Background: an optimization exercise with open tools, aiming at small area, a short achievable clock period and few clock cycles. Do not read the settings as production practice.
Function was checked by simulation only, so behaviour that the tests miss may differ from the original.

[flow/config.mk]
export PLATFORM = sky130hd
export DESIGN_NAME = fpdiv_frac
export DESIGN_NICKNAME = fpdiv_frac
export VERILOG_FILES = /design/flow/design.v
export SDC_FILE = /design/flow/constraint.sdc
export NUM_CORES = 4
export LEC_CHECK = 0
export ABC_AREA = 1
export CAP_MARGIN = 20
export CORE_MARGIN = 2
export CORE_UTILIZATION = 40
export PLACE_DENSITY = 0.6
export SETUP_SLACK_MARGIN = 5
export SLEW_MARGIN = 20
[flow/constraint.sdc]
create_clock -name core_clock -period 11.0 [get_ports {clk}]
set_input_delay 2.2000 -clock core_clock [delete_from_list [all_inputs] [get_ports {clk}]]
set_output_delay 2.2000 -clock core_clock [all_outputs]
set_load 0.01 [all_outputs]
[flow/flow/run.sh]
#!/bin/bash
set -euo pipefail
bash standard.sh ADDER_MAP_FILE= SETUP_SLACK_MARGIN=7 finish > flow_make.log 2>&1
[flow/standard.sh]
#!/bin/bash
# synth_recipe.tcl (not shown) runs the flow's synth.tcl, then flattens the netlist and writes it again
# the make line also repeats each setting of config.mk as NAME=value (left out here)
make -C /OpenROAD-flow-scripts/flow DESIGN_CONFIG=/design/flow/config.mk WORK_HOME=/design/flow/orfs CLKGATE_MAP_FILE= SYNTH_SCRIPT=/design/flow/synth_recipe.tcl "${@:-finish}"
[flow/design.v]
package fpdiv_fmt_pkg;
	typedef enum logic [1:0] {
		FMT_FP16 = 2'd0,
		FMT_FP32 = 2'd1,
		FMT_FP64 = 2'd2
	} fp_format_e;
	localparam int FRAC_W = 53;
	localparam int QUO_OUT_W = 55;
	localparam int FP16_FRAC_W = 11;
	localparam int FP32_FRAC_W = 24;
	localparam int FP64_FRAC_W = 53;
	localparam int ITER_CNT_W = 4;
	localparam logic [ITER_CNT_W-1:0] ITER_CNT_FP16 = 4'd1;
	localparam logic [ITER_CNT_W-1:0] ITER_CNT_FP32 = 4'd3;
	localparam logic [ITER_CNT_W-1:0] ITER_CNT_FP64 = 4'd8;
	localparam logic [ITER_CNT_W-1:0] ITER2_CNT_FP16 = 4'd2;
	localparam logic [ITER_CNT_W-1:0] ITER2_CNT_FP32 = 4'd5;
	localparam logic [ITER_CNT_W-1:0] ITER2_CNT_FP64 = 4'd13;
	typedef logic [FRAC_W-1:0] frac_t;
endpackage
package srt_pkg;
	localparam int STAGES_PER_CYCLE = 2;
	localparam int FP64_INT_ITER = (27 % STAGES_PER_CYCLE) != 0 ? 1 : 0;
	localparam int REM_W = 55 + FP64_INT_ITER;
	localparam int DIV_W = 52;
	localparam int QUO_W = 55;
	localparam int QDS_REM_W = 7;
	typedef logic [4:0] quo_dig_t;
	localparam int DIG_NEG2 = 4;
	localparam int DIG_NEG1 = 3;
	localparam int DIG_ZERO = 2;
	localparam int DIG_POS1 = 1;
	localparam int DIG_POS2 = 0;
	typedef struct packed {
		logic [REM_W-1:0] sum;
		logic [REM_W-1:0] carry;
	} rem_cs_t;
	typedef struct packed {
		logic [6:0] pos2;
		logic [6:0] pos1;
		logic [6:0] zero;
		logic [6:0] neg1;
	} qds_k_t;
	function automatic logic [27:0] qds_m(input logic [2:0] d_top);
		case (d_top)
			3'd0:    qds_m = {7'd12, 7'd4, -7'd5, -7'd13};
			3'd1:    qds_m = {7'd14, 7'd4, -7'd5, -7'd15};
			3'd2:    qds_m = {7'd15, 7'd4, -7'd5, -7'd16};
			3'd3:    qds_m = {7'd16, 7'd4, -7'd5, -7'd18};
			3'd4:    qds_m = {7'd18, 7'd6, -7'd7, -7'd19};
			3'd5:    qds_m = {7'd19, 7'd6, -7'd7, -7'd21};
			3'd6:    qds_m = {7'd20, 7'd6, -7'd7, -7'd22};
			default: qds_m = {7'd22, 7'd6, -7'd7, -7'd24};
		endcase
	endfunction
	function automatic logic [27:0] qds_k(input logic [2:0] d_top);
		logic [27:0] m;
		m = qds_m(d_top);
		qds_k = {7'd0 - m[27:21], 7'd0 - m[20:14], 7'd0 - m[13:7], 7'd0 - m[6:0]};
	endfunction
	localparam int K_VAR_W = 7;
	function automatic logic [K_VAR_W-1:0] qds_k_var(input logic [2:0] d_top);
		logic [27:0] k;
		k = qds_k(d_top);
		qds_k_var = {k[4:1], k[23:21]};
	endfunction
	function automatic logic [27:0] qds_k_build(input logic [K_VAR_W-1:0] kv, input logic [2:0] d_top);
		qds_k_build = {2'b11, !d_top[2], d_top[2], kv[2:0],
		               4'b1111, !d_top[2], d_top[2], 1'b0,
		               4'b0000, 1'b1, d_top[2], 1'b1,
		               2'b00, kv[6:3], !d_top[1]};
	endfunction
	function automatic logic int_dig_two(input logic [4:0] y, input logic [2:0] d_top);
		logic [27:0] m;
		m = qds_m(d_top);
		int_dig_two = ({2'b00, y} >= m[27:21]);
	endfunction
	function automatic logic carry_tree(input logic [63:0] g_in, input logic [63:0] p_in);
		logic [63:0] g;
		logic [63:0] p;
		g = g_in;
		p = p_in;
		for (int lvl = 1; lvl < 64; lvl = lvl * 2) begin
			for (int i = 0; i + lvl < 64; i = i + 2 * lvl) begin
				g[i] = g[i + lvl] | (p[i + lvl] & g[i]);
				p[i] = p[i + lvl] & p[i];
			end
		end
		carry_tree = g[0];
	endfunction
endpackage
`timescale 1ns/1ps
module srt_ctrl
(
	input  logic                      clk,
	input  logic                      rst_n,
	input  logic                      start_valid_i,
	input  logic                      finish_ready_i,
	input  logic                      flush_i,
	input  logic [1:0]                fmt_q_i,
	output logic                      accept_o,
	output logic                      setup_go_o,
	output logic                      setup_o,
	output logic                      iter_o,
	output logic                      final_o,
	output logic                      first_o,
	output logic                      start_ready_o,
	output logic                      finish_valid_o
);
	logic                                 st_setup_q;
	logic                                 st_iter_q;
	logic                                 st_final_q;
	logic                                 first_q;
	logic                                 valid_q;
	logic [fpdiv_fmt_pkg::ITER_CNT_W-1:0] iter_cnt_init;
	logic [fpdiv_fmt_pkg::ITER_CNT_W-1:0] iter_cnt_q;
	logic                                 last_iter;
	always_comb begin
		case (fmt_q_i)
			fpdiv_fmt_pkg::FMT_FP16: iter_cnt_init = fpdiv_fmt_pkg::ITER2_CNT_FP16;
			fpdiv_fmt_pkg::FMT_FP32: iter_cnt_init = fpdiv_fmt_pkg::ITER2_CNT_FP32;
			default:                 iter_cnt_init = fpdiv_fmt_pkg::ITER2_CNT_FP64;
		endcase
	end
	always_ff @(posedge clk) begin
		if (st_setup_q) begin
			iter_cnt_q <= iter_cnt_init;
		end else begin
			iter_cnt_q <= iter_cnt_q - 1'b1;
		end
	end
	assign last_iter = (iter_cnt_q == '0);
	assign start_ready_o = !st_setup_q && !st_iter_q;
	assign accept_o      = start_valid_i && start_ready_o && !flush_i;
	assign setup_go_o = st_setup_q && (!valid_q || finish_ready_i);
	always_ff @(posedge clk or negedge rst_n) begin
		if (!rst_n) begin
			st_setup_q <= 1'b0;
			st_iter_q  <= 1'b0;
			st_final_q <= 1'b0;
			valid_q    <= 1'b0;
		end else if (flush_i) begin
			st_setup_q <= 1'b0;
			st_iter_q  <= 1'b0;
			st_final_q <= 1'b0;
			valid_q    <= 1'b0;
		end else begin
			st_setup_q <= accept_o || (st_setup_q && !setup_go_o);
			st_iter_q  <= setup_go_o || (st_iter_q && !last_iter);
			st_final_q <= st_iter_q && last_iter;
			valid_q    <= st_final_q || (valid_q && !finish_ready_i);
		end
	end
	always_ff @(posedge clk) begin
		first_q <= setup_go_o;
	end
	assign setup_o        = st_setup_q;
	assign first_o        = first_q;
	assign iter_o         = st_iter_q;
	assign final_o        = st_final_q;
	assign finish_valid_o = valid_q;
endmodule
`timescale 1ns/1ps
module srt_prescale
(
	input  logic [1:0]                    fmt_i,
	input  logic [srt_pkg::DIV_W-1:0]     a_raw_i,
	input  logic [srt_pkg::DIV_W-1:0]     b_raw_i,
	output srt_pkg::rem_cs_t              init_rem_o,
	output logic [1:0]                    init_quo_o,
	output logic [srt_pkg::K_VAR_W-1:0]   k_var_o,
	output logic [2:0]                    d_top_o
);
	localparam int FW  = srt_pkg::DIV_W;
	localparam int W16 = fpdiv_fmt_pkg::FP16_FRAC_W - 1;
	localparam int W32 = fpdiv_fmt_pkg::FP32_FRAC_W - 1;
	localparam int X   = srt_pkg::FP64_INT_ITER;
	logic [FW-1:0]             a_al;
	logic [FW-1:0]             b_al;
	logic                      lt16;
	logic                      lt32;
	logic                      lt64;
	logic                      a_lt_b;
	logic [srt_pkg::REM_W-1:0] a_vec;
	logic [srt_pkg::REM_W-1:0] a2_vec;
	logic [srt_pkg::REM_W-1:0] d_vec;
	logic                      q0_two;
	always_comb begin
		case (fmt_i)
			fpdiv_fmt_pkg::FMT_FP16: begin
				a_al = {a_raw_i[W16-1:0], {(FW-W16){1'b0}}};
				b_al = {b_raw_i[W16-1:0], {(FW-W16){1'b0}}};
			end
			fpdiv_fmt_pkg::FMT_FP32: begin
				a_al = {a_raw_i[W32-1:0], {(FW-W32){1'b0}}};
				b_al = {b_raw_i[W32-1:0], {(FW-W32){1'b0}}};
			end
			default: begin
				a_al = a_raw_i;
				b_al = b_raw_i;
			end
		endcase
	end
	assign lt16 = srt_pkg::carry_tree({{(64-W16){1'b0}}, ~a_raw_i[W16-1:0] & b_raw_i[W16-1:0]},
	                                  {{(64-W16){1'b1}}, ~(a_raw_i[W16-1:0] ^ b_raw_i[W16-1:0])});
	assign lt32 = srt_pkg::carry_tree({{(64-W32+W16){1'b0}}, ~a_raw_i[W32-1:W16] & b_raw_i[W32-1:W16], lt16},
	                                  {{(64-W32+W16){1'b1}}, ~(a_raw_i[W32-1:W16] ^ b_raw_i[W32-1:W16]), 1'b0});
	assign lt64 = srt_pkg::carry_tree({{(64-FW+W32){1'b0}}, ~a_raw_i[FW-1:W32] & b_raw_i[FW-1:W32], lt32},
	                                  {{(64-FW+W32){1'b1}}, ~(a_raw_i[FW-1:W32] ^ b_raw_i[FW-1:W32]), 1'b0});
	always_comb begin
		case (fmt_i)
			fpdiv_fmt_pkg::FMT_FP16: a_lt_b = lt16;
			fpdiv_fmt_pkg::FMT_FP32: a_lt_b = lt32;
			default:                 a_lt_b = lt64;
		endcase
	end
	assign a_vec  = {2'b01, a_al, 1'b0, {X{1'b0}}};
	assign a2_vec = {1'b1, a_al, 2'b00, {X{1'b0}}};
	assign d_vec  = {2'b01, b_al, 1'b0, {X{1'b0}}};
	assign q0_two = a_lt_b ? srt_pkg::int_dig_two({1'b1, a_al[FW-1 -: 4]}, b_al[FW-1 -: 3])
	                       : srt_pkg::int_dig_two({2'b01, a_al[FW-1 -: 3]}, b_al[FW-1 -: 3]);
	generate
		if (X != 0) begin : g_int_iter
			logic int_iter;
			assign int_iter = (fmt_i != fpdiv_fmt_pkg::FMT_FP16) && (fmt_i != fpdiv_fmt_pkg::FMT_FP32);
			assign init_rem_o.sum   = int_iter ? (a_lt_b ? {2'b00, 1'b1, a_al, 1'b0} : {3'b000, 1'b1, a_al})
			                                   : (a_lt_b ? a2_vec : a_vec) | {{(srt_pkg::REM_W-1){1'b0}}, 1'b1};
			assign init_rem_o.carry = int_iter ? '0
			                                   : (q0_two ? ~{d_vec[srt_pkg::REM_W-2:0], 1'b0} : ~d_vec);
			assign init_quo_o       = int_iter ? 2'b00 : {q0_two, ~q0_two};
		end else begin : g_int_pre
			assign init_rem_o.sum   = (a_lt_b ? a2_vec : a_vec) | {{(srt_pkg::REM_W-1){1'b0}}, 1'b1};
			assign init_rem_o.carry = q0_two ? ~{d_vec[srt_pkg::REM_W-2:0], 1'b0} : ~d_vec;
			assign init_quo_o       = {q0_two, ~q0_two};
		end
	endgenerate
	assign d_top_o = b_al[FW-1 -: 3];
	assign k_var_o = srt_pkg::qds_k_var(b_al[FW-1 -: 3]);
endmodule
`timescale 1ns/1ps
module srt_r4_qds
(
	input  logic [srt_pkg::QDS_REM_W-1:0]      sum_top_i,
	input  logic [srt_pkg::QDS_REM_W-1:0]      carry_top_i,
	input  srt_pkg::qds_k_t                    k_i,
	output srt_pkg::quo_dig_t                  quo_dig_o
);
	function automatic logic not_neg(input logic [6:0] a, input logic [6:0] b, input logic [6:0] k);
		logic [6:0] x;
		logic [6:0] y;
		logic [6:0] g;
		logic [6:0] p;
		logic       g54;
		logic       p54;
		logic       g31;
		logic       c6;
		x = a ^ b ^ k;
		y = {(a[5:0] & b[5:0]) | (a[5:0] & k[5:0]) | (b[5:0] & k[5:0]), 1'b0};
		g = x & y;
		p = x ^ y;
		g54 = g[5] | (p[5] & g[4]);
		p54 = p[5] & p[4];
		g31 = g[3] | (p[3] & g[2]) | (p[3] & p[2] & g[1]);
		c6  = g54 | (p54 & g31);
		not_neg = !(p[6] ^ c6);
	endfunction
	logic ge_pos2_raw;
	logic ge_pos1;
	logic ge_zero;
	logic ge_neg1_raw;
	assign ge_pos2_raw = not_neg(sum_top_i, carry_top_i, k_i.pos2);
	assign ge_pos1     = not_neg(sum_top_i, carry_top_i, k_i.pos1);
	assign ge_zero     = not_neg(sum_top_i, carry_top_i, k_i.zero);
	assign ge_neg1_raw = not_neg(sum_top_i, carry_top_i, k_i.neg1);
	assign quo_dig_o[srt_pkg::DIG_POS2] = ge_pos2_raw && ge_pos1;
	assign quo_dig_o[srt_pkg::DIG_POS1] = ge_pos1 && !ge_pos2_raw;
	assign quo_dig_o[srt_pkg::DIG_ZERO] = ge_zero && !ge_pos1;
	assign quo_dig_o[srt_pkg::DIG_NEG1] = ge_neg1_raw && !ge_zero;
	assign quo_dig_o[srt_pkg::DIG_NEG2] = !ge_neg1_raw && !ge_zero;
endmodule
module srt_r4_qds_pre
(
	input  logic [4*srt_pkg::QDS_REM_W-1:0] u_i,
	input  logic [4*srt_pkg::QDS_REM_W-1:0] v_i,
	input  logic [srt_pkg::QDS_REM_W-1:0]   mult_top_i,
	input  logic                            cin_i,
	output srt_pkg::quo_dig_t               quo_dig_o
);
	function automatic logic not_neg(input logic [6:0] a, input logic [6:0] b, input logic [6:0] c, input logic cin);
		logic [6:0] x;
		logic [6:0] y;
		logic [6:0] g;
		logic [6:0] p;
		logic       g54;
		logic       p54;
		logic       g31;
		logic       g0;
		logic       c6;
		x = a ^ b ^ c;
		y = {(a[5:0] & b[5:0]) | (a[5:0] & c[5:0]) | (b[5:0] & c[5:0]), cin};
		g = x & y;
		p = x ^ y;
		g54 = g[5] | (p[5] & g[4]);
		p54 = p[5] & p[4];
		g0  = g[0];
		g31 = g[3] | (p[3] & g[2]) | (p[3] & p[2] & g[1]) | (p[3] & p[2] & p[1] & g0);
		c6  = g54 | (p54 & g31);
		not_neg = !(p[6] ^ c6);
	endfunction
	localparam int Q = srt_pkg::QDS_REM_W;
	logic ge_pos2_raw;
	logic ge_pos1;
	logic ge_zero;
	logic ge_neg1_raw;
	assign ge_pos2_raw = not_neg(u_i[4*Q-1 -: Q], v_i[4*Q-1 -: Q], mult_top_i, cin_i);
	assign ge_pos1     = not_neg(u_i[3*Q-1 -: Q], v_i[3*Q-1 -: Q], mult_top_i, cin_i);
	assign ge_zero     = not_neg(u_i[2*Q-1 -: Q], v_i[2*Q-1 -: Q], mult_top_i, cin_i);
	assign ge_neg1_raw = not_neg(u_i[Q-1 -: Q],   v_i[Q-1 -: Q],   mult_top_i, cin_i);
	assign quo_dig_o[srt_pkg::DIG_POS2] = ge_pos2_raw && ge_pos1;
	assign quo_dig_o[srt_pkg::DIG_POS1] = ge_pos1 && !ge_pos2_raw;
	assign quo_dig_o[srt_pkg::DIG_ZERO] = ge_zero && !ge_pos1;
	assign quo_dig_o[srt_pkg::DIG_NEG1] = ge_neg1_raw && !ge_zero;
	assign quo_dig_o[srt_pkg::DIG_NEG2] = !ge_neg1_raw && !ge_zero;
endmodule
`timescale 1ns/1ps
module srt_r4_stage
(
	input  srt_pkg::rem_cs_t              rem_i,
	input  logic [srt_pkg::REM_W-1:0]     div_i,
	input  srt_pkg::qds_k_t               k_i,
	output srt_pkg::rem_cs_t              rem_o,
	output logic [srt_pkg::REM_W-1:0]     mult_o,
	output logic                          win_cin_o,
	output srt_pkg::quo_dig_t             quo_dig_o
);
	srt_pkg::quo_dig_t             quo_dig;
	logic [srt_pkg::REM_W-1:0]     sum_sh;
	logic [srt_pkg::REM_W-1:0]     carry_sh;
	logic [srt_pkg::REM_W-1:0]     div_2;
	logic [srt_pkg::REM_W-1:0]     mult_sel;
	logic                          mult_neg;
	logic [srt_pkg::REM_W-1:0]     maj;
	srt_r4_qds u_qds (
		.sum_top_i   (rem_i.sum[srt_pkg::REM_W-1 -: srt_pkg::QDS_REM_W]),
		.carry_top_i (rem_i.carry[srt_pkg::REM_W-1 -: srt_pkg::QDS_REM_W]),
		.k_i         (k_i),
		.quo_dig_o   (quo_dig)
	);
	assign sum_sh   = {rem_i.sum[srt_pkg::REM_W-3:0], 2'b00};
	assign carry_sh = {rem_i.carry[srt_pkg::REM_W-3:0], 2'b00};
	assign div_2    = {div_i[srt_pkg::REM_W-2:0], 1'b0};
	assign mult_sel =
		  ({srt_pkg::REM_W{quo_dig[srt_pkg::DIG_NEG2]}} &  div_2)
		| ({srt_pkg::REM_W{quo_dig[srt_pkg::DIG_NEG1]}} &  div_i)
		| ({srt_pkg::REM_W{quo_dig[srt_pkg::DIG_POS1]}} & ~div_i)
		| ({srt_pkg::REM_W{quo_dig[srt_pkg::DIG_POS2]}} & ~div_2);
	assign mult_neg = quo_dig[srt_pkg::DIG_POS1] | quo_dig[srt_pkg::DIG_POS2];
	assign maj = (sum_sh & carry_sh) | (sum_sh & mult_sel) | (carry_sh & mult_sel);
	assign rem_o.sum   = sum_sh ^ carry_sh ^ mult_sel;
	assign rem_o.carry = {maj[srt_pkg::REM_W-2:0], mult_neg};
	assign mult_o    = mult_sel;
	assign win_cin_o = maj[srt_pkg::REM_W-srt_pkg::QDS_REM_W-1];
	assign quo_dig_o = quo_dig;
endmodule
module srt_r4_stage_pre
(
	input  srt_pkg::rem_cs_t                rem_i,
	input  logic [srt_pkg::REM_W-1:0]       div_i,
	input  logic [4*srt_pkg::QDS_REM_W-1:0] u_i,
	input  logic [4*srt_pkg::QDS_REM_W-1:0] v_i,
	input  logic [srt_pkg::QDS_REM_W-1:0]   mult_top_i,
	input  logic                            cin_i,
	output srt_pkg::rem_cs_t                rem_o,
	output srt_pkg::quo_dig_t               quo_dig_o
);
	srt_pkg::quo_dig_t             quo_dig;
	logic [srt_pkg::REM_W-1:0]     sum_sh;
	logic [srt_pkg::REM_W-1:0]     carry_sh;
	logic [srt_pkg::REM_W-1:0]     div_2;
	logic [srt_pkg::REM_W-1:0]     mult_sel;
	logic                          mult_neg;
	logic [srt_pkg::REM_W-1:0]     maj;
	srt_r4_qds_pre u_qds (
		.u_i        (u_i),
		.v_i        (v_i),
		.mult_top_i (mult_top_i),
		.cin_i      (cin_i),
		.quo_dig_o  (quo_dig)
	);
	assign sum_sh   = {rem_i.sum[srt_pkg::REM_W-3:0], 2'b00};
	assign carry_sh = {rem_i.carry[srt_pkg::REM_W-3:0], 2'b00};
	assign div_2    = {div_i[srt_pkg::REM_W-2:0], 1'b0};
	assign mult_sel =
		  ({srt_pkg::REM_W{quo_dig[srt_pkg::DIG_NEG2]}} &  div_2)
		| ({srt_pkg::REM_W{quo_dig[srt_pkg::DIG_NEG1]}} &  div_i)
		| ({srt_pkg::REM_W{quo_dig[srt_pkg::DIG_POS1]}} & ~div_i)
		| ({srt_pkg::REM_W{quo_dig[srt_pkg::DIG_POS2]}} & ~div_2);
	assign mult_neg = quo_dig[srt_pkg::DIG_POS1] | quo_dig[srt_pkg::DIG_POS2];
	assign maj = (sum_sh & carry_sh) | (sum_sh & mult_sel) | (carry_sh & mult_sel);
	assign rem_o.sum   = sum_sh ^ carry_sh ^ mult_sel;
	assign rem_o.carry = {maj[srt_pkg::REM_W-2:0], mult_neg};
	assign quo_dig_o = quo_dig;
endmodule
`timescale 1ns/1ps
module srt_iter_core
(
	input  logic                          clk,
	input  logic                          take_i,
	input  logic                          setup_i,
	input  logic                          setup_go_i,
	input  logic                          iter_i,
	input  logic                          final_i,
	input  logic                          first_i,
	input  logic [1:0]                    fmt_i,
	input  logic [srt_pkg::DIV_W-1:0]     a_raw_i,
	input  logic [srt_pkg::DIV_W-1:0]     b_raw_i,
	input  srt_pkg::rem_cs_t              init_rem_i,
	input  logic [1:0]                    init_quo_i,
	input  logic [srt_pkg::K_VAR_W-1:0]   k_var_i,
	input  logic [2:0]                    d_top_i,
	input  logic                          rem_neg_i,
	output logic [1:0]                    fmt_o,
	output logic [srt_pkg::DIV_W-1:0]     a_raw_o,
	output logic [srt_pkg::DIV_W-1:0]     b_raw_o,
	output srt_pkg::rem_cs_t              rem_o,
	output logic [srt_pkg::QUO_W-1:0]     quo_o
);
	localparam int S = srt_pkg::STAGES_PER_CYCLE;
	localparam int G = 2 * S;
	srt_pkg::rem_cs_t                  rem_q;
	logic [srt_pkg::DIV_W-1:0]         div_q;
	logic [1:0]                        fmt_q;
	logic [srt_pkg::K_VAR_W-1:0]       k_var_q;
	logic [2:0]                        d_top_q;
	logic [srt_pkg::DIV_W-1:0]         div_al;
	logic [srt_pkg::QUO_W-1:0]         quo_q;
	logic signed [G:0]                 grp_q;
	logic signed [G:0]                 grp_m1;
	logic [srt_pkg::QUO_W-1:0]         quo_m1;
	logic [srt_pkg::QUO_W-1:0]         zero_below;
	logic                              base_m1;
	logic [G-1:0]                      low;
	logic [srt_pkg::REM_W-1:0]         div_ext;
	logic [S:0][2*srt_pkg::REM_W-1:0]  rem_chain;
	srt_pkg::quo_dig_t [S-1:0]         digs;
	logic signed [G:0]                 grp;
	srt_pkg::qds_k_t                   qds_k;
	always_ff @(posedge clk) begin
		if (take_i) begin
			rem_q.carry <= {{(srt_pkg::REM_W-srt_pkg::DIV_W){1'b0}}, a_raw_i};
		end else if (setup_i) begin
			if (setup_go_i) begin
				rem_q.carry <= init_rem_i.carry;
			end
		end else begin
			rem_q.carry <= rem_chain[S][srt_pkg::REM_W-1:0];
		end
	end
	always_ff @(posedge clk) begin
		if (setup_i) begin
			rem_q.sum <= init_rem_i.sum;
		end else begin
			rem_q.sum <= rem_chain[S][2*srt_pkg::REM_W-1:srt_pkg::REM_W];
		end
	end
	always_ff @(posedge clk) begin
		if (take_i) begin
			div_q <= b_raw_i;
			fmt_q <= fmt_i;
		end
	end
	always_ff @(posedge clk) begin
		if (setup_i) begin
			k_var_q <= k_var_i;
			d_top_q <= d_top_i;
		end
	end
	always_ff @(posedge clk) begin
		if (setup_i) begin
			grp_q <= {{(G-1){1'b0}}, init_quo_i};
		end else if (iter_i || final_i) begin
			quo_q <= {(first_i ? '0 : (base_m1 ? quo_m1[srt_pkg::QUO_W-G-1:0] : quo_q[srt_pkg::QUO_W-G-1:0])), low};
			grp_q <= grp;
		end
	end
	always_comb begin
		case (fmt_q)
			fpdiv_fmt_pkg::FMT_FP16: div_al = {div_q[fpdiv_fmt_pkg::FP16_FRAC_W-2:0], {(srt_pkg::DIV_W-fpdiv_fmt_pkg::FP16_FRAC_W+1){1'b0}}};
			fpdiv_fmt_pkg::FMT_FP32: div_al = {div_q[fpdiv_fmt_pkg::FP32_FRAC_W-2:0], {(srt_pkg::DIV_W-fpdiv_fmt_pkg::FP32_FRAC_W+1){1'b0}}};
			default:                 div_al = div_q;
		endcase
	end
	assign div_ext = {2'b01, div_al, {(srt_pkg::REM_W-srt_pkg::DIV_W-2){1'b0}}};
	assign qds_k = srt_pkg::qds_k_build(k_var_q, d_top_q);
	assign rem_chain[0] = rem_q;
	localparam int Q = srt_pkg::QDS_REM_W;
	logic [srt_pkg::REM_W-1:0] mult_1;
	logic                      win_cin_1;
	logic [Q-1:0]              s_sh_top;
	logic [Q-1:0]              c_sh_top;
	logic [4*Q-1:0]            pre_u;
	logic [4*Q-1:0]            pre_v;
	srt_r4_stage u_stage_1 (
		.rem_i     (rem_chain[0]),
		.div_i     (div_ext),
		.k_i       (qds_k),
		.rem_o     (rem_chain[1]),
		.mult_o    (mult_1),
		.win_cin_o (win_cin_1),
		.quo_dig_o (digs[0])
	);
	assign s_sh_top = rem_q.sum[srt_pkg::REM_W-3 -: Q];
	assign c_sh_top = rem_q.carry[srt_pkg::REM_W-3 -: Q];
	for (genvar k = 0; k < 4; k++) begin : g_pre
		logic [Q-1:0] kk;
		assign kk = qds_k[(k+1)*Q-1 -: Q];
		assign pre_u[(k+1)*Q-1 -: Q] = s_sh_top ^ c_sh_top ^ kk;
		assign pre_v[(k+1)*Q-1 -: Q] = {(s_sh_top[Q-2:0] & c_sh_top[Q-2:0]) | (s_sh_top[Q-2:0] & kk[Q-2:0]) | (c_sh_top[Q-2:0] & kk[Q-2:0]), 1'b0};
	end
	srt_r4_stage_pre u_stage_2 (
		.rem_i      (rem_chain[1]),
		.div_i      (div_ext),
		.u_i        (pre_u),
		.v_i        (pre_v),
		.mult_top_i (mult_1[srt_pkg::REM_W-1 -: Q]),
		.cin_i      (win_cin_1),
		.rem_o      (rem_chain[2]),
		.quo_dig_o  (digs[1])
	);
	always_comb begin
		grp = '0;
		for (int i = 0; i < S; i++) begin
			grp = grp * 4;
			if (digs[i][srt_pkg::DIG_POS2]) grp = grp + 2;
			if (digs[i][srt_pkg::DIG_POS1]) grp = grp + 1;
			if (digs[i][srt_pkg::DIG_NEG1]) grp = grp - 1;
			if (digs[i][srt_pkg::DIG_NEG2]) grp = grp - 2;
		end
	end
	always_comb begin
		zero_below = {~quo_q[srt_pkg::QUO_W-2:0], 1'b1};
		for (int d = 1; d < srt_pkg::QUO_W; d = d * 2) begin
			for (int i = srt_pkg::QUO_W - 1; i >= d; i--) begin
				if (i % (2 * d) >= d) begin
					zero_below[i] = zero_below[i] & zero_below[(i / (2 * d)) * (2 * d) + d - 1];
				end
			end
		end
		quo_m1 = quo_q ^ zero_below;
	end
	assign grp_m1  = grp_q - 1'b1;
	assign base_m1 = (final_i && rem_neg_i) ? grp_m1[G] : grp_q[G];
	assign low     = (final_i && rem_neg_i) ? grp_m1[G-1:0] : grp_q[G-1:0];
	assign fmt_o   = fmt_q;
	assign a_raw_o = rem_q.carry[srt_pkg::DIV_W-1:0];
	assign b_raw_o = div_q;
	assign rem_o   = rem_q;
	assign quo_o   = quo_q;
endmodule
`timescale 1ns/1ps
module srt_post
(
	input  srt_pkg::rem_cs_t rem_i,
	output logic             neg_o
);
	localparam int W = srt_pkg::REM_W;
	assign neg_o = rem_i.sum[W-1] ^ rem_i.carry[W-1]
	             ^ srt_pkg::carry_tree({{(65-W){1'b0}}, rem_i.sum[W-2:0] & rem_i.carry[W-2:0]},
	                                   {{(65-W){1'b1}}, rem_i.sum[W-2:0] ^ rem_i.carry[W-2:0]});
endmodule
`timescale 1ns/1ps
module fpdiv_frac
(
	input  logic                 clk,
	input  logic                 rst_n,
	input  logic                 start_valid_i,
	output logic                 start_ready_o,
	input  logic                 flush_i,
	input  fpdiv_fmt_pkg::fp_format_e           fp_format_i,
	input  fpdiv_fmt_pkg::frac_t                a_frac_i,
	input  fpdiv_fmt_pkg::frac_t                b_frac_i,
	output logic                 finish_valid_o,
	input  logic                 finish_ready_i,
	output logic [fpdiv_fmt_pkg::QUO_OUT_W-1:0] fpdiv_frac_o
);
	logic                          accept;
	logic                          setup;
	logic                          setup_go;
	logic                          iter;
	logic                          final_step;
	logic [1:0]                    fmt_q;
	logic [srt_pkg::DIV_W-1:0]     a_raw;
	logic [srt_pkg::DIV_W-1:0]     b_raw;
	srt_pkg::rem_cs_t              init_rem;
	logic [1:0]                    init_quo;
	logic [srt_pkg::K_VAR_W-1:0]   init_k_var;
	logic [2:0]                    init_d_top;
	logic                          first_iter;
	srt_pkg::rem_cs_t              rem;
	logic                          rem_neg;
	srt_ctrl u_ctrl (
		.clk            (clk),
		.rst_n          (rst_n),
		.start_valid_i  (start_valid_i),
		.finish_ready_i (finish_ready_i),
		.flush_i        (flush_i),
		.fmt_q_i        (fmt_q),
		.accept_o       (accept),
		.setup_go_o     (setup_go),
		.setup_o        (setup),
		.iter_o         (iter),
		.final_o        (final_step),
		.first_o        (first_iter),
		.start_ready_o  (start_ready_o),
		.finish_valid_o (finish_valid_o)
	);
	srt_prescale u_prescale (
		.fmt_i      (fmt_q),
		.a_raw_i    (a_raw),
		.b_raw_i    (b_raw),
		.init_rem_o (init_rem),
		.init_quo_o (init_quo),
		.k_var_o    (init_k_var),
		.d_top_o    (init_d_top)
	);
	srt_iter_core u_core (
		.clk        (clk),
		.take_i     (start_ready_o),
		.setup_i    (setup),
		.setup_go_i (setup_go),
		.iter_i     (iter),
		.final_i    (final_step),
		.first_i    (first_iter),
		.fmt_i      (fp_format_i),
		.a_raw_i    (a_frac_i[srt_pkg::DIV_W-1:0]),
		.b_raw_i    (b_frac_i[srt_pkg::DIV_W-1:0]),
		.init_rem_i (init_rem),
		.init_quo_i (init_quo),
		.k_var_i    (init_k_var),
		.d_top_i    (init_d_top),
		.rem_neg_i  (rem_neg),
		.fmt_o      (fmt_q),
		.a_raw_o    (a_raw),
		.b_raw_o    (b_raw),
		.rem_o      (rem),
		.quo_o      (fpdiv_frac_o)
	);
	srt_post u_post (
		.rem_i (rem),
		.neg_o (rem_neg)
	);
endmodule
==> run summary <==
==> cell usage after synthesis (all sizes together), types with 13 or more instances <==
cell type	n	share of area
nand2	1050	0.18
inv	597	0.099
nor2	483	0.083
o21ai	355	0.081
nand3	299	0.066
a21oi	249	0.055
edfxtp	172	0.23
clkbuf	78	0.013
xor2	75	0.029
dfxtp	68	0.060
o22ai	65	0.018
buf	52	0.015
o211ai	28	0.0093
xnor2	26	0.010
or2	18	0.0050
nor3	17	0.0038
nand3b	16	0.0053
nand4	13	0.0036
==> area by class of cell <==
class                      instances  share of cell area
tap                              756             0.02976
sequential                       244              0.2087
antenna                            1          0.00007872
clock buffer                      44             0.02956
inverter                         602             0.07270
multi-input combinational       2804              0.5110
clock inverter                    18            0.006022
timing repair buffer             405              0.1422
==> placed cells by master, fill, tap and decap left out, drive strengths merged, types with 68 or more instances in the layout <==
master and n:
edfxtp 172, clkdlybuf4s50 166, nand2 1069, nor2 483, dfxtp 68, a21oi 249, nand3 299, o21ai 355
buf 233, xor2 75, inv 593
==> layer usage <==
metal,GRT usage,vias up,wire [µm],share of wire
met5,0,-,10,0.000098
met4,0.1728,2,6820,0.067
met3,0.06526,396,10650,0.10
met2,0.5076,1492,44730,0.44
met1,0.4132,12534,40040,0.39
li1,-,12876,-,-
==> worst max-delay path: cells and delay by family, from the launching register on <==
kind            cells  cell delay (ps)
simple gates       27             2530
buf+inv             5              700
flops               1              550
compound gates      3              270
==> registers in the layout, summed over array words and instances (netlist names) <==
name and count:
u_core.d_top_q 2, u_ctrl.iter_cnt_q 4, u_core.quo_q 55, u_ctrl.valid_q 1
u_core.grp_q 5, u_core.rem_q 112, u_core.fmt_q 2, u_core.div_q 52
u_ctrl.st_iter_q 1, u_ctrl.first_q 1, u_core.k_var_q 7, u_ctrl.st_setup_q 1
u_ctrl.st_final_q 1
==> cell families (layout without fill, tap and decap cells) <==
kind of cell             Yosys count  after routing  share of synthesized area
other                              0              1                          0
flip-flops                       244            244                     0.2929
adder cells (fa/ha/maj)            2              2                  0.0008849
AND/OR/NAND/NOR                 1913           1932                     0.3519
AO/OA/AOI/OAI                    769            769                     0.1879
buffers and inverters            732           1069                     0.1274
XOR/XNOR                         101            101                    0.03910
==> worst max path at each step <==
stage,slack (ps),end,from,depth (start not counted)
finish,6670,u_core.rem_q[19],u_core.rem_q[51],35
global route,6530,u_core.rem_q[109],u_core.rem_q[51],37
CTS,6840,u_core.rem_q[5],u_core.rem_q[51],39
detailed placement,5060,u_core.rem_q[65],u_core.rem_q[51],32
global placement,5070,u_core.rem_q[62],u_core.rem_q[51],32
floorplan,7060,start_ready_o,u_ctrl.st_setup_q,4
==> repair_timing <==
action                                 in CTS  in global routing
pin swaps                                  93                210
setup endpoints to repair                 166                207
endpoints found under the hold margin       0                  0
resized for setup                         360                527
setup buffers                             112                 78
cloned                                     29                  9
==> key figures <==
Worst setup path
  • Worst setup SP type: register
  • Reg2reg path depth: 35
  • Reg-to-reg setup timing slack: 6670 ps
  • Top cell by count, worst path: nand2_2
  • Critical R2R Launch: u_core.rem_q[51]
  • Setup CP Type: reg2reg
  • Critical-path maximum fanout: 7
  • Slowest CP cell: edfxtp_1
  • Worst EP arrival: 4640 ps
  • Worst Setup End Kind: register
  • RR Endpoint: u_core.rem_q[19]
  • Max incr delay on CP: ~550 ps
  • Worst EP required: 11,310 ps

STA
  • Setup tns final: 0 ps
  • Setup slack after layout: ~6700 ps
  • Final count of hold timing violations: 0
  • Hold Worst Slack: 477.3 ps
  • Worst relative slew slack: 0.2595
  • Final worst-path cycle share: 0.3934
  • Setup repair after global routing missed its margin: true
  • Final setup violation count: 0
  • Period minus WS final: 4327 ps
  • Actual slew at the worst max-slew pin: 1111 ps
  • Max Clk Rate: 231.1 MHz
  • Final Slew Violations: 0
  • Skew final: 31.90 ps

Yosys
  • Syn Nets: 3,874
  • Mapped Avg Cell Area: 6.015 µm²
  • Top FF cell, synth: edfxtp_1
  • Synth Register Bits: 244
  • Ys async rst share: 0.01639
  • Syn. warnings: 6
  • Post-Synthesis Cells: 3,761
  • Distinct cells, synth: 55
  • EDFF count, synth: between 150 and 200
  • Seq/Total Area, Yosys: 0.2929
  • Netlist Area Pre-Place: between 0.02 and 0.025 mm²

Placement
  • Placed inst area: 0.02489 mm²
  • Routability cong.: 0.9883
  • Placed cells: 4,583
  • Dpl hpwl: 61.25 mm
  • Port Buffers: between 150 and 200
  • Pre-CTS WS: 5058 ps

Detailed routing
  • Vias: around 27,000
  • Drt wl/cell: 20.98 µm
  • DRT Wirelength: approximately 100 mm
  • Via density: 5.601
  • DRC Markers: 0
  • 1st-iter DRT viols: 2,885
  • Routed Antenna Nets: 0
  • DRT Pass-1 Iters: 12

Finish
  • # fillers: 5,335
  • FF/Latch Area: 0.006634 mm²
  • Multi-input gate area: 0.01624 mm²
  • Cell Count, Final, Fillers Out: around 5,000
  • Final Util: 0.5659
  • Layout cell share with drive strength beyond 1: 0.2308
  • Design area: 0.03179 mm²
  • Nets: 4,204
  • Layout Area Growth over Synthesis: 40.50%

Floorplanning
  • Total Die Area: between 0.05 and 0.06 mm²
  • DIE HEIGHT: 241.8 µm
  • Row count: 87
  • Initial Utilization: 0.4028
  • Ports: 170
  • Core area: 0.05617 mm²
  • Die extent in x: 241.8 µm

Flow run
  • MaxCap Viol Count: 0

Min path
  • Hold Path Sink: u_core.grp_q[4]
  • Hold/Removal Path Class: reg2reg
  • HP Start: u_core.grp_q[4]
  • Worst hold stages: 2

Clock tree
  • Root buffer selected by CTS: clkbuf_16
  • Number of hold-repair buffers added at the cts stage: 0
  • TritonCTS clock tree: done
  • Longest Clk Path Bufs: 3
  • Worst skew pair latency: 570 ps
  • H-tree levels: 2
  • Num CTS Buffers: 34
  • Clk sinks: approximately 240
  • Reg clk slew, reported paths: ~60 ps

Global route
  • First-pass GRT wire length: 144.5 mm
  • Pin count of the biggest net entering global routing: 70
  • Global route overflow: 0
  • Antenna violations before repair: 2
  • Vias in the first global route: 24,109
  • GRT Total Usage: 0.3216

Outcome
  • Status: no timing/DRC/antenna violations
Testbench counts, summed over its fixed seeds: cycles 23,516.

[afterwards: timing with drivers on the ports]
No port has a modelled driver above. Below, the same layout with a new extraction and two added sets of constraints. Step 1 (the two cells are an assumption about what drives the block):
set clk [get_ports {clk}]
set_driving_cell -lib_cell sky130_fd_sc_hd__clkbuf_16 $clk
set_driving_cell -lib_cell sky130_fd_sc_hd__buf_2 [delete_from_list [all_inputs] $clk]
Step 2, shift: input delay + t, output delay - t, t = (earliest + latest rising clock arrival at the registers) / 2. This alone moves slack from input paths to output paths. a / b / c = ideal ports / drivers / drivers and shift; a / b = the first two.
shift t [ns]: 0.612
setup slack, ns: 6.673 / 6.673 / 6.583
worst setup path after step 2: input to register
latest minus earliest clock arrival (ns): 0.032 / 0.032
slew at the worst register clock pin (ns): 0.07 / 0.07
After both steps setup and hold are still met in this run. The setup slack of this run moves by 0.000 ns with the drivers and by -0.090 ns with both steps.
